This design comes from an exercise in tuning for small area on the open sky130 flow, not from production work. At most, simulation tests tie the RTL to the original design; equivalence was not proved. Power is estimated from default activity; no workload was simulated.

## the reference run
==> flow/design.v (excerpt) <==
module qpu_exu
(
  input  logic    clk,
  input  logic    i_arst_n,
  input  logic    i_instr_valid,
  output logic    o_instr_ready,
  input  qpu_pkg::instr_t  i_instr,
  output logic    o_tiq_valid,
  input  logic    i_tiq_ready,
  output qpu_pkg::time_t   o_tiq_time,
  output logic    o_evq_valid,
  input  logic    i_evq_ready,
  output qpu_pkg::time_t   o_evq_time,
  output qpu_pkg::qubits_t o_evq_qubits,
  input  logic    i_mcu_valid,
  input  qpu_pkg::qubits_t i_mcu_result,
  output logic    o_wb_valid,
  output qpu_pkg::rfidx_t  o_wb_rdidx,
  output qpu_pkg::data_t   o_wb_data
);
Size in the first run: ~2,100 cells after synthesis, roughly 620 flip-flops, ~130 I/O pins, about 25,000 um2 of cells after synthesis.
Settings: LEC_CHECK=0, CAP_MARGIN=10, CORE_MARGIN=2, CORE_UTILIZATION=40, SLEW_MARGIN=10, SYNTH_HIERARCHICAL=1, SYNTH_MINIMUM_KEEP_SIZE=0; clock period 9.0 ns.
standard.sh (not shown) runs the stock make flow with config.mk's settings and CLKGATE_MAP_FILE= SYNTH_SCRIPT=/design/flow/synth_recipe.tcl, a recipe that flattens the netlist after the stock synthesis.
==> flow/flow/run.sh <==
#!/bin/bash
# Standard ORFS layout with smaller port buffers and a leaner clock tree.
set -euo pipefail
bash standard.sh \
  BUFFER_PORTS_ARGS="-buffer_cell sky130_fd_sc_hd__buf_1" \
  CTS_ARGS="-sink_clustering_enable -repair_clock_nets -dont_use_dummy_load -buf_list sky130_fd_sc_hd__clkbuf_16 -sink_clustering_size 30 -sink_clustering_max_diameter 80" \
  finish > standard.log 2>&1
Here is what was changed in the inputs of the trial run compared with the reference run.
--- a/flow/design.v
+++ b/flow/design.v
@@ -91,33 +91,22 @@
 `timescale 1ns/1ns
 `default_nettype none
 module qpu_exu_aoi222
 (
   input  logic s0, d0,
   input  logic s1, d1,
   input  logic s2, d2,
   output logic y
 );
   assign y = !((s0 && d0) || (s1 && d1) || (s2 && d2));
 endmodule
-module qpu_exu_sel
-(
-  input  logic        i_en,
-  input  logic [15:1] i_vld,
-  input  logic [3:0]  i_idx,
-  output logic [15:1] o_sel
-);
-  always_comb
-    for (int i = 1; i < 16; i++)
-      o_sel[i] = i_en && i_vld[i] && (i_idx == 4'(i));
-endmodule
 module qpu_exu_hold
 (
   input  logic en,
   input  logic en_n,
   input  logic w,
   input  logic q,
   output logic d
 );
   assign d = (en && w) || (en_n && q);
 endmodule
 module qpu_exu_holdv
@@ -198,45 +187,47 @@
     pending = '0;
     for (int i = 0; i < 4; i++)
       if (oitf_vld[i])
         pending = pending | oitf_mem[i];
   end
   logic fmr_stall, meas_stall, qwait_stall, issue;
   assign fmr_stall   = is_fmr && pending[imm[2:0]];
   assign meas_stall  = is_meas && (oitf_full || (o_evq_valid && !i_evq_ready));
   assign qwait_stall = is_qwait && o_tiq_valid && !i_tiq_ready;
   assign o_instr_ready = !(fmr_stall || meas_stall || qwait_stall);
   assign issue = i_instr_valid && o_instr_ready;
-  logic [15:1] sel_a [2];
-  logic [15:1] sel_b [2];
-  for (genvar h = 0; h < 2; h++)
-  begin : g_sel
-    qpu_exu_sel u_sel_a (.i_en (a_rf), .i_vld (rf_vld), .i_idx (rs1), .o_sel (sel_a[h]));
-    qpu_exu_sel u_sel_b (.i_en (b_rf), .i_vld (rf_vld), .i_idx (rs2), .o_sel (sel_b[h]));
+  logic [15:1] sel_a, sel_b;
+  always_comb
+  begin
+    for (int i = 1; i < 16; i++)
+    begin
+      sel_a[i] = a_rf && rf_vld[i] && (rs1 == 4'(i));
+      sel_b[i] = b_rf && rf_vld[i] && (rs2 == 4'(i));
+    end
   end
   logic [4:0] ya [32];
   logic [4:0] yb [32];
   for (genvar b = 0; b < 32; b++)
   begin : g_rd
     for (genvar g = 0; g < 5; g++)
     begin : g_grp
       qpu_exu_aoi222 u_a (
-        .s0 (sel_a[b/16][3*g+1]), .d0 (regs[3*g+1][b]),
-        .s1 (sel_a[b/16][3*g+2]), .d1 (regs[3*g+2][b]),
-        .s2 (sel_a[b/16][3*g+3]), .d2 (regs[3*g+3][b]),
+        .s0 (sel_a[3*g+1]), .d0 (regs[3*g+1][b]),
+        .s1 (sel_a[3*g+2]), .d1 (regs[3*g+2][b]),
+        .s2 (sel_a[3*g+3]), .d2 (regs[3*g+3][b]),
         .y  (ya[b][g])
       );
       qpu_exu_aoi222 u_b (
-        .s0 (sel_b[b/16][3*g+1]), .d0 (regs[3*g+1][b]),
-        .s1 (sel_b[b/16][3*g+2]), .d1 (regs[3*g+2][b]),
-        .s2 (sel_b[b/16][3*g+3]), .d2 (regs[3*g+3][b]),
+        .s0 (sel_b[3*g+1]), .d0 (regs[3*g+1][b]),
+        .s1 (sel_b[3*g+2]), .d1 (regs[3*g+2][b]),
+        .s2 (sel_b[3*g+3]), .d2 (regs[3*g+3][b]),
         .y  (yb[b][g])
       );
     end
   end
   qpu_pkg::data_t opa, opb, sum;
   always_comb
   begin
     for (int b = 0; b < 32; b++)
     begin
       opa[b] = !(&ya[b]);
       opb[b] = !(&yb[b]);
Notes after the runs:
- Compared with the reference run, in the trial run cell count after synthesis -49; met2 track utilization from global routing has increased; part of the total power dissipated in the clock network shrank by 1.4 points.
- Worst setup slack for the trial run: 0.29 ns up relative to the reference run
- As of the trial run, well-tap cell count had fallen slightly compared to the reference run.
- When the trial run is measured against the reference run, its fraction of area in multi-input gates turns out 0.16 points higher.
- Number of H-tree levels (higher): the reference run
- The run with more routed wire is the reference run, not the trial run.
- For the trial run, the critical path launch point was i_instr[29], unlike the reference run, where it was i_instr[28].
- In the trial run, the number of fill cells came out 81 below the value in the reference run.
- Re number of logic inverters in the finished layout: the trial run and the reference run aren't equal, and the lower value belongs to the trial run.
- The trial run vs the reference run on area after synthesis: the trial run is the lower one.
Only the layout flow was run in the reference run; the RTL was not checked for function there.

separate check: timing with driven ports:
No port has a modelled driver above. Below, the same layouts with a new extraction and two added sets of constraints.
Step 1 (the two cells are an assumption about what drives the block):
set clk [get_ports {clk}]
set_driving_cell -lib_cell sky130_fd_sc_hd__clkbuf_16 $clk
set_driving_cell -lib_cell sky130_fd_sc_hd__buf_2 [delete_from_list [all_inputs] $clk]
Step 2 times the ports against the registers' clock, not the clock port: input delays grow and output delays shrink by t, the midpoint of the rising clock arrivals with the driver on.
Slacks: ideal ports / drivers / drivers and shift; pairs: ideal ports / drivers.
run | t, ns | slack for setup (ns) | worst setup path at the end
the reference run | 0.651 | 0.193 / 0.221 / -0.430 | input to register
the trial run | 0.672 | 0.480 / 0.490 / -0.182 | input to register
With both steps, setup timing fails in the reference run and the trial run, where it was met with ideal ports. The setup slack of the trial run, which loses most, moves by +0.010 ns with the drivers and by -0.662 ns with both steps.
